Background: an optimization exercise with open tools, aiming at small area. Do not read the settings as production practice.
The RTL was checked by simulation tests, not by an equivalence proof against the original design.
No activity file was given, so power comes from the tool's default toggle rates.

**design/flow/config.mk**
```make
export PLATFORM = sky130hd
export DESIGN_NAME = rcu
export DESIGN_NICKNAME = rcu
export VERILOG_FILES = /design/flow/design.v
export SDC_FILE = /design/flow/constraint.sdc
export NUM_CORES = 4
export LEC_CHECK = 0
export CAP_MARGIN = 10
export CORE_MARGIN = 2
export CORE_UTILIZATION = 38
export PLACE_DENSITY = 0.5
export SETUP_SLACK_MARGIN = 0.3
export SLEW_MARGIN = 10
```
**design/flow/constraint.sdc**
```tcl
create_clock -name core_clock -period 12.0 [get_ports {clk}]
set_input_delay 2.4000 -clock core_clock [delete_from_list [all_inputs] [get_ports {clk}]]
set_output_delay 2.4000 -clock core_clock [all_outputs]
set_load 0.01 [all_outputs]
```
**design/flow/design.v**
```verilog
package rcu_pkg;
    localparam int xlen = 32;
    localparam int pc_width = 32;
    localparam int arch_regs = 32;
    localparam int default_rob_size = 16;
    localparam int default_phys_regs = 64;
    localparam int tag_max_width = 6;
    localparam int line_max_width = 4;
    typedef logic [$clog2(arch_regs)-1:0] arch_reg_t;
    typedef logic [tag_max_width-1:0] tag_t;
    typedef logic [line_max_width-1:0] line_t;
    typedef logic [3:0] ecause_t;
    typedef struct packed {
        logic [pc_width-1:0] pc;
        logic [31:0] imm;
        arch_reg_t rs1;
        arch_reg_t rs2;
        arch_reg_t rd;
        logic use_rs1;
        logic use_rs2;
        logic use_rd;
        logic is_lsu;
        logic exception;
        ecause_t ecause;
    } dispatch_t;
    typedef struct packed {
        logic valid;
        tag_t tag;
        logic [xlen-1:0] data;
        line_t line;
    } wb_t;
    typedef struct packed {
        logic valid;
        logic exception;
        ecause_t ecause;
        logic [pc_width-1:0] pc;
    } commit_t;
    typedef struct packed {
        logic pending;
        logic exception;
        logic is_lsu;
        logic [pc_width-1:0] pc;
        logic [31:0] imm;
        tag_t rs1_tag;
        tag_t rs2_tag;
        tag_t new_tag;
    } iss_entry_t;
    typedef struct packed {
        logic is_lsu;
        line_t line;
        tag_t tag;
        logic [pc_width-1:0] pc;
        logic [31:0] imm;
        logic [xlen-1:0] rs1_data;
        logic [xlen-1:0] rs2_data;
    } issue_t;
endpackage
module rcu (
    input  logic clk,
    input  logic reset,
    input  logic flush,
    input  logic dispatch_valid,
    input  logic [31:0] dispatch_pc,
    input  logic [31:0] dispatch_imm,
    input  logic [4:0] dispatch_rs1,
    input  logic [4:0] dispatch_rs2,
    input  logic [4:0] dispatch_rd,
    input  logic dispatch_use_rs1,
    input  logic dispatch_use_rs2,
    input  logic dispatch_use_rd,
    input  logic dispatch_is_lsu,
    input  logic dispatch_exception,
    input  logic [3:0] dispatch_ecause,
    output logic dispatch_ready,
    input  logic alu_ready,
    input  logic lsu_ready,
    output logic issue_valid,
    output logic issue_is_lsu,
    output logic [3:0] issue_line,
    output logic [5:0] issue_tag,
    output logic [31:0] issue_pc,
    output logic [31:0] issue_imm,
    output logic [rcu_pkg::xlen-1:0] issue_rs1_data,
    output logic [rcu_pkg::xlen-1:0] issue_rs2_data,
    input  logic wb_alu_valid,
    input  logic [5:0] wb_alu_tag,
    input  logic [rcu_pkg::xlen-1:0] wb_alu_data,
    input  logic [3:0] wb_alu_line,
    input  logic wb_lsu_valid,
    input  logic [5:0] wb_lsu_tag,
    input  logic [rcu_pkg::xlen-1:0] wb_lsu_data,
    input  logic [3:0] wb_lsu_line,
    output logic commit_valid,
    output logic commit_exception,
    output logic [3:0] commit_ecause,
    output logic [31:0] commit_pc
);
    localparam int xlen = rcu_pkg::xlen;
    logic [4:0] wr_ptr;
    logic [4:0] cm_ptr;
    logic [4:0] iss_ptr;
    logic trap_pending;
    logic [31:0] pc_q [16];
    logic [3:0] ecause_q [16];
    logic [4:0] rd_q [16];
    logic [5:0] ntag_q [16];
    logic [4:0] src1_q [16];
    logic [4:0] src2_q [16];
    logic [31:0] slot_q [16];
    logic [15:0] lsu_q;
    logic [15:0] exc_q;
    logic [15:0] fin_q;
    logic [xlen-1:0] arf_q [32];
    logic [5:0] cmap_q [32];
    logic [63:0] free_q;
    logic [63:0] comm_q;
    logic [3:0] wl;
    logic full;
    logic take;
    logic accept;
    logic [5:0] alloc_tag;
    assign wl = wr_ptr[3:0];
    assign full = (wr_ptr[3:0] == cm_ptr[3:0]) && (wr_ptr[4] != cm_ptr[4]);
    assign dispatch_ready = !full && !flush;
    assign take = dispatch_valid && dispatch_ready;
    assign accept = take && dispatch_use_rd && (dispatch_rd != 5'd0) && !dispatch_exception;
    always_comb begin
        alloc_tag = 6'd0;
        for (int i = 63; i > 0; i--) begin
            if (free_q[i]) alloc_tag = 6'(i);
        end
    end
    always_ff @(posedge clk) begin
        if (take) begin
            pc_q[wl] <= dispatch_pc;
            ecause_q[wl] <= dispatch_ecause;
            lsu_q[wl] <= dispatch_is_lsu;
            exc_q[wl] <= dispatch_exception;
            src1_q[wl] <= dispatch_use_rs1 ? dispatch_rs1 : 5'd0;
            src2_q[wl] <= dispatch_use_rs2 ? dispatch_rs2 : 5'd0;
            rd_q[wl] <= accept ? dispatch_rd : 5'd0;
            ntag_q[wl] <= accept ? alloc_tag : 6'd0;
        end
    end
    logic [3:0] il;
    logic [3:0] cl;
    logic pending;
    logic step;
    logic iss_done;
    logic [15:0] older;
    logic [4:0] s1;
    logic [4:0] s2;
    logic [15:0] hit1;
    logic [15:0] hit2;
    logic [15:0] sel1;
    logic [15:0] sel2;
    logic rdy1;
    logic rdy2;
    logic [xlen-1:0] rob1;
    logic [xlen-1:0] rob2;
    logic [xlen-1:0] arf1;
    logic [xlen-1:0] arf2;
    assign il = iss_ptr[3:0];
    assign cl = cm_ptr[3:0];
    assign pending = (iss_ptr != wr_ptr) && !flush;
    assign step = pending && exc_q[il];
    assign issue_valid = pending && !exc_q[il] && rdy1 && rdy2;
    assign iss_done = (issue_valid && (lsu_q[il] ? lsu_ready : alu_ready)) || step;
    always_comb begin
        for (int j = 0; j < 16; j++) begin
            if (cl <= il) older[j] = (4'(j) >= cl) && (4'(j) < il);
            else older[j] = (4'(j) >= cl) || (4'(j) < il);
        end
    end
    logic [15:0] il_oh;
    logic [15:0] cl_oh;
    logic [31:0] i_pc;
    logic [31:0] i_slot;
    logic [5:0] i_tag;
    logic [31:0] c_pc;
    logic [31:0] c_slot;
    logic [5:0] c_tag;
    logic [4:0] c_rd;
    logic [3:0] c_ecause;
    always_comb begin
        for (int j = 0; j < 16; j++) begin
            il_oh[j] = (il == 4'(j));
            cl_oh[j] = (cl == 4'(j));
        end
        s1 = '0;
        s2 = '0;
        i_pc = '0;
        i_slot = '0;
        i_tag = '0;
        c_pc = '0;
        c_slot = '0;
        c_tag = '0;
        c_rd = '0;
        c_ecause = '0;
        for (int j = 0; j < 16; j++) begin
            s1 = s1 | (src1_q[j] & {5{il_oh[j]}});
            s2 = s2 | (src2_q[j] & {5{il_oh[j]}});
            i_pc = i_pc | (pc_q[j] & {32{il_oh[j]}});
            i_slot = i_slot | (slot_q[j] & {32{il_oh[j]}});
            i_tag = i_tag | (ntag_q[j] & {6{il_oh[j]}});
            c_pc = c_pc | (pc_q[j] & {32{cl_oh[j]}});
            c_slot = c_slot | (slot_q[j] & {32{cl_oh[j]}});
            c_tag = c_tag | (ntag_q[j] & {6{cl_oh[j]}});
            c_rd = c_rd | (rd_q[j] & {5{cl_oh[j]}});
            c_ecause = c_ecause | (ecause_q[j] & {4{cl_oh[j]}});
        end
    end
    always_comb begin
        for (int j = 0; j < 16; j++) begin
            hit1[j] = older[j] && (rd_q[j] == s1);
            hit2[j] = older[j] && (rd_q[j] == s2);
        end
    end
    function automatic logic [15:0] youngest(input logic [15:0] hit, input logic [3:0] line);
        logic [15:0] lo;
        logic [15:0] pick;
        logic found;
        for (int j = 0; j < 16; j++) lo[j] = hit[j] && (4'(j) < line);
        pick = '0;
        found = 1'b0;
        for (int j = 15; j >= 0; j--) begin
            if (!found && lo[j]) begin
                pick[j] = 1'b1;
                found = 1'b1;
            end
        end
        for (int j = 15; j >= 0; j--) begin
            if (!found && hit[j]) begin
                pick[j] = 1'b1;
                found = 1'b1;
            end
        end
        youngest = pick;
    endfunction
    assign sel1 = youngest(hit1, il);
    assign sel2 = youngest(hit2, il);
    always_comb begin
        rob1 = '0;
        rob2 = '0;
        for (int j = 0; j < 16; j++) begin
            rob1 = rob1 | (slot_q[j] & {xlen{sel1[j]}});
            rob2 = rob2 | (slot_q[j] & {xlen{sel2[j]}});
        end
    end
    logic [31:0] nz;
    always_comb begin
        nz[0] = 1'b0;
        for (int i = 1; i < 32; i++) nz[i] = |cmap_q[i];
    end
    logic [31:0] s1_oh;
    logic [31:0] s2_oh;
    always_comb begin
        for (int i = 0; i < 32; i++) begin
            s1_oh[i] = (s1 == 5'(i)) && nz[i];
            s2_oh[i] = (s2 == 5'(i)) && nz[i];
        end
        arf1 = '0;
        arf2 = '0;
        for (int i = 1; i < 32; i++) begin
            arf1 = arf1 | (arf_q[i] & {xlen{s1_oh[i]}});
            arf2 = arf2 | (arf_q[i] & {xlen{s2_oh[i]}});
        end
    end
    assign rdy1 = (s1 == 5'd0) || ~|(sel1 & ~fin_q);
    assign rdy2 = (s2 == 5'd0) || ~|(sel2 & ~fin_q);
    assign issue_is_lsu = lsu_q[il];
    assign issue_line = il;
    assign issue_tag = i_tag;
    assign issue_pc = i_pc;
    assign issue_imm = i_slot;
    assign issue_rs1_data = (s1 == 5'd0) ? '0 : ((|hit1) ? rob1 : arf1);
    assign issue_rs2_data = (s2 == 5'd0) ? '0 : ((|hit2) ? rob2 : arf2);
    always_ff @(posedge clk) begin
        for (int j = 0; j < 16; j++) begin
            if (wb_lsu_valid && (wb_lsu_line == 4'(j))) begin
                slot_q[j] <= wb_lsu_data;
            end else if (wb_alu_valid && (wb_alu_line == 4'(j))) begin
                slot_q[j] <= wb_alu_data;
            end else if (take && (wl == 4'(j))) begin
                slot_q[j] <= dispatch_imm;
            end
        end
    end
    always_ff @(posedge clk) begin
        for (int j = 0; j < 16; j++) begin
            if (take && (wl == 4'(j))) begin
                fin_q[j] <= dispatch_exception;
            end else if ((wb_alu_valid && (wb_alu_line == 4'(j)))
                         || (wb_lsu_valid && (wb_lsu_line == 4'(j)))) begin
                fin_q[j] <= 1'b1;
            end
        end
    end
    logic cm_valid;
    logic cm_write;
    logic [4:0] crd;
    logic [5:0] cnew;
    logic [5:0] cold;
    assign cm_valid = (cm_ptr != iss_ptr) && fin_q[cl] && !trap_pending && !flush;
    assign crd = c_rd;
    assign cnew = c_tag;
    assign cold = cmap_q[crd];
    assign cm_write = cm_valid && (crd != 5'd0);
    assign commit_valid = cm_valid;
    assign commit_exception = exc_q[cl];
    assign commit_ecause = c_ecause;
    assign commit_pc = c_pc;
    always_ff @(posedge clk) begin
        if (cm_write) begin
            arf_q[crd] <= c_slot;
        end
    end
    always_ff @(posedge clk) begin
        if (reset) begin
            for (int i = 1; i < 32; i++) cmap_q[i] <= 6'd0;
        end else if (cm_write) begin
            cmap_q[crd] <= cnew;
        end
    end
    always_ff @(posedge clk) begin
        if (reset) begin
            free_q <= {{63{1'b1}}, 1'b0};
            comm_q <= '0;
        end else if (flush) begin
            free_q <= ~comm_q & {{63{1'b1}}, 1'b0};
        end else begin
            if (accept) begin
                free_q[alloc_tag] <= 1'b0;
            end
            if (cm_write) begin
                comm_q[cnew] <= 1'b1;
                if (cold != 6'd0) begin
                    comm_q[cold] <= 1'b0;
                    free_q[cold] <= 1'b1;
                end
            end
        end
    end
    always_ff @(posedge clk) begin
        if (reset) begin
            wr_ptr <= '0;
            cm_ptr <= '0;
            iss_ptr <= '0;
            trap_pending <= 1'b0;
        end else if (flush) begin
            cm_ptr <= wr_ptr;
            iss_ptr <= wr_ptr;
            trap_pending <= 1'b0;
        end else begin
            if (take) wr_ptr <= wr_ptr + 5'd1;
            if (iss_done) iss_ptr <= iss_ptr + 5'd1;
            if (cm_valid) begin
                cm_ptr <= cm_ptr + 5'd1;
                if (exc_q[cl]) trap_pending <= 1'b1;
            end
        end
    end
endmodule
```
**design/flow/flow/run.sh**
```bash
#!/bin/bash
# Standard layout (the standard.sh) with two changes: CTS without dummy
# loads and with larger sink clusters on clkbuf_16, and buf_2 port buffers.
set -o pipefail
export CTS_ARGS="-sink_clustering_enable -repair_clock_nets -dont_use_dummy_load -buf_list sky130_fd_sc_hd__clkbuf_16 -sink_clustering_size 20 -sink_clustering_max_diameter 100"
export BUFFER_PORTS_ARGS="-buffer_cell sky130_fd_sc_hd__buf_2"
bash standard.sh finish > standard.log 2>&1
```
**design/flow/standard.sh**
```bash
#!/bin/bash
# synth_recipe.tcl (not shown) runs the flow's synth.tcl, then flattens the netlist and writes it again
# the make line also repeats each setting of config.mk as NAME=value (left out here)
make -C /OpenROAD-flow-scripts/flow DESIGN_CONFIG=/design/flow/config.mk WORK_HOME=/design/flow/orfs CLKGATE_MAP_FILE= SYNTH_SCRIPT=/design/flow/synth_recipe.tcl "${@:-finish}"
```
==> qor.yml <==
detailed_routing:
  routed_wl_um: 790000
  num_vias: 127000
  drc: 0
  drtIter0Drc: 27200
  viasPerCell: 7.66
  ant_nets: 0
  first_pass_iters: 15
  routedWlPerCell_um: 47.6
synthesis:
  yosys_warnings: 2
  synth_top_family_by_area: "compound AO/OA/AOI/OAI gates"
  syn-instance-count: 11700
  synth_seq_cells: 2798
  synth_cell_types: 109
  synth_ff_type: "edfxtp_1"
  synth_xor_area_share_pct: 0.648
  yosys.area.top_type: "edfxtp_1"
  avgSynthCellArea_um2: 12.0
  ys_async_sr_fraction_pct: 0
  synth_edf_count: 2656
  muxShareOfSynthArea_pct: 4.87
  synth_fa_ha_area_share_pct: 0.296
  yosysTopAreaCellShare_pct: 56.8
  netlist_top_cells_area: "edfxtp_1 (57%), a221oi_1 (6.4%), a22o_1 (6.0%), mux2i_1 (4.3%), clkbuf_1 (2.4%)"
  synth.yosys.seq_area_share_pct: 58.8
  synth-simple-area-share_pct: 9.99
  netlist_area_um2: 140000
  synth-compound-area-share_pct: 22.0
pwr:
  p_comb_share_pct: 48.2
  irDropWorstVdd_uv: 347
  netSwitchingFraction_pct: 46.6
  seqPwrFrac_pct: 33.9
  leakagePower_uw: 0.0496
  p_sw_uw: 15500
  clock_power_share_pct: 17.9
  p_int_uw: 17700
  power_density_nw_per_um2: 215
global_route:
  grt_antenna_before_repair: 90
  grt_pass1_wl_um: 1040000
  grt_overflow: 0
  first_global_vias: 118000
  grt_max_degree: 82
  grt_use_total_pct: 40.6
critical_path:
  r2r_cells: 16
  cp-end-kind: "output port"
  crit_slowest_cell: "a21oi_4"
  startpoint_type: "register"
  r2r_slack_ps: 3830
  path_class: "register to output port"
  r2r_end: "free_q[2]"
  cp_num_buf_inv: 4
  crit_fanout: 20
  cp_cell_sequence: "inv_1 > ha_1 > buf_4 > a22oi_1 > a311oi_1 > or4_1 > nor2_4 > xnor2_1 > or4b_2 > o31ai_1 > or4_1 > nor2_1 > nand2_1 > or2_2 > a21oi_4 > buf_4 > a221oi_1 > a31oi_1 > buf_2"
  r2r-start: "cm_ptr[2]"
  slowest_delay_ps: 960
  cp_top_family: "simple AND/OR/NAND/NOR gates"
  worstPathRequired_ps: 9600
  critPathArrivalTime_ps: 9270
cts:
  cts_setup_buffers: 0
  cts_buffer_depth: 4
  cts-resized-gates: 0
  htreeDepth: 4
  clock_latency_ps: 980
  cts_root_buf: "clkbuf_16"
  hold_buffers: 0
  cts_tree: "built"
  clock_sinks: 2798
  cts_made_buffers: 172
  clkTransAtPathRegs_ps: 80
layout:
  fillerInstances: 34100
  multi_input_area_um2: 55000
  drive_gt1_share_pct: 12.1
  fin_cells: 16600
  mostFrequentLayoutCells: "edfxtp_1 (2656), a221oi_1 (1025), a22o_1 (956), nand2_1 (688), nor2_1 (676)"
  final_common_cell: "edfxtp_1"
  seq_area_um2: 82600
  nets: 11800
  area_growth_pct: 10.1
timing:
  setup_violations: 0
  hold_violations: 0
  relSlewSlack_pct: 3.90
  maxSlewViolCount: 0
  skew_ps: 149
  tns_ps: 0
  hold_ws_ps: 460
  fin_ws_ps: 325
  period_minus_slack_ps: 11670
  fmax_ghz: 0.0857
  worst_slew_pin_slew_ps: 1440
  rsz0062_at_grt: "no"
  finalCritPeriodShare_pct: 97.3
min_path:
  hp-start: "comm_q[37]"
  hp-class: "register to register"
  whs_path_depth: 2
  hold_end: "comm_q[37]"
die:
  core.rowCount: 223
  initial_core_util_pct: 38.1
  die_y_um: 612
  die_area_um2: 375000
  dieWidth_um: 612
  core_um2: 369000
  pin_count: 359
status:
  status: "timing/DRC/antenna clean"
place:
  dp_hpwl_um: 441000
  place_congestion: 1.01
  dpl_worst_slack_ps: 1530
  dp_cells: 16400
  port_buffers: 346
run:
  cap_violations: 0
power groups by stage:
stage	Combinational, uW	Sequential [uW]	Clock [uW]
finish	16000	11300	5950
global route	15800	11300	6240
CTS	14700	11200	5940
detailed placement	14600	11500	0
global placement	14600	11500	0
floorplan	6240	11400	0
through the flow:
step                instance area, um2  total power (uW)  utilization (%)
floorplan                       141000             17600                -
global placement                150000             26100             40.7
detailed placement              150000             26100             40.7
CTS                             154000             31900             41.9
global route                    155000             33300             41.9
finish                          155000             33200             41.9
cell families (layout without fill, tap and decap cells):
logic type,after synthesis,count (layout)
AO/OA/AOI/OAI,4023,4023
XOR/XNOR,104,104
adder cells (fa/ha/maj),35,35
buffers and inverters,1212,1127
flip-flops,2798,2798
multiplexers,659,659
other,1,71
AND/OR/NAND/NOR,2842,2842
worst register-to-register path, delay by kind of cell, from the launching register on:
kind / cells / cell delay [ps]
buffers and inverters: 2 / 990
multiplexers: 2 / 850
AO/OA/AOI/OAI: 5 / 1720
flip-flops: 1 / 720
AND/OR/NAND/NOR: 7 / 3840
synth_stat cells, types with 88 or more instances:
cell type / n
o31ai_1: 88
inv_1: 111
buf_1: 106
nand2_1: 695
nor3_1: 293
a22oi_1: 397
a222oi_1: 145
a22o_1: 956
nor2_1: 738
mux2i_1: 605
dfxtp_1: 142
nand4_1: 360
a221oi_1: 1027
nand3_1: 225
o21ai_0: 407
a21oi_1: 547
edfxtp_1: 2656
clkbuf_1: 908
layout make-up:
cell class                      instances  area share [%]
Timing Repair Buffer                  838            3.81
Antenna cell                           65           0.105
Clock buffer                          172            2.78
Multi-Input combinational cell       7669            35.6
Inverter                              117           0.287
Tap cell                             4950            4.01
Sequential cell                      2798            53.4
routing by layer:
metal  share of wire, %  up-vias  global-route usage (%)
met1                 36    63200                    51.4
met3                 15     3500                    15.9
met2                 41    12900                    58.5
li1                   -    47600                       -
met5              0.055        -                       0
met4                7.4       64                    23.7
registers in the layout (all words and copies together), names as in the netlist:
name / cells
trap_pending: 1
cmap_q: 192
iss_ptr: 5
free_q: 63
ntag_q: 96
slot_q: 512
rd_q: 80
cm_ptr: 5
lsu_q: 16
src1_q: 80
pc_q: 512
exc_q: 16
fin_q: 16
ecause_q: 64
wr_ptr: 5
arf_q: 992
comm_q: 63
src2_q: 80
worst max-delay path by stage:
stage          cells after the start                  to  startpoint
4_1_cts                           19   issue_rs2_data[1]  iss_ptr[0]
2_1_floorplan                      7            fin_q[3]       flush
6_report                          19  issue_rs2_data[25]  iss_ptr[1]
3_3_place_gp                      19   issue_rs2_data[1]  iss_ptr[0]
3_5_place_dp                      19   issue_rs2_data[1]  iss_ptr[0]
5_1_grt                           19   issue_rs2_data[5]  iss_ptr[0]

afterwards: timing with drivers on the ports:
The results above use ideal ports. As a check the final layout listed here was re-extracted and re-timed, cells and wires unchanged. Step 1 sets driving cells, clkbuf_16 on the clock port and buf_2 on the other inputs (assumed; they add their load-dependent delay and slew). Step 2 times the ports against the registers' clock, not the clock port: input delays grow and output delays shrink by t, the midpoint of the rising clock arrivals with the driver on. Slacks: no drivers / after step 1 / after step 2; pairs: no drivers / after step 1.
shift t [ns]: 1.033
setup WS [ns]: 0.325 / 0.197 / 1.230
worst setup path at the end: register to output
clock arrival spread, ns: 0.148 / 0.148
After both steps setup and hold are still met in this run. For this run, drivers alone change the setup slack by -0.128 ns; drivers and shift together by +0.905 ns.
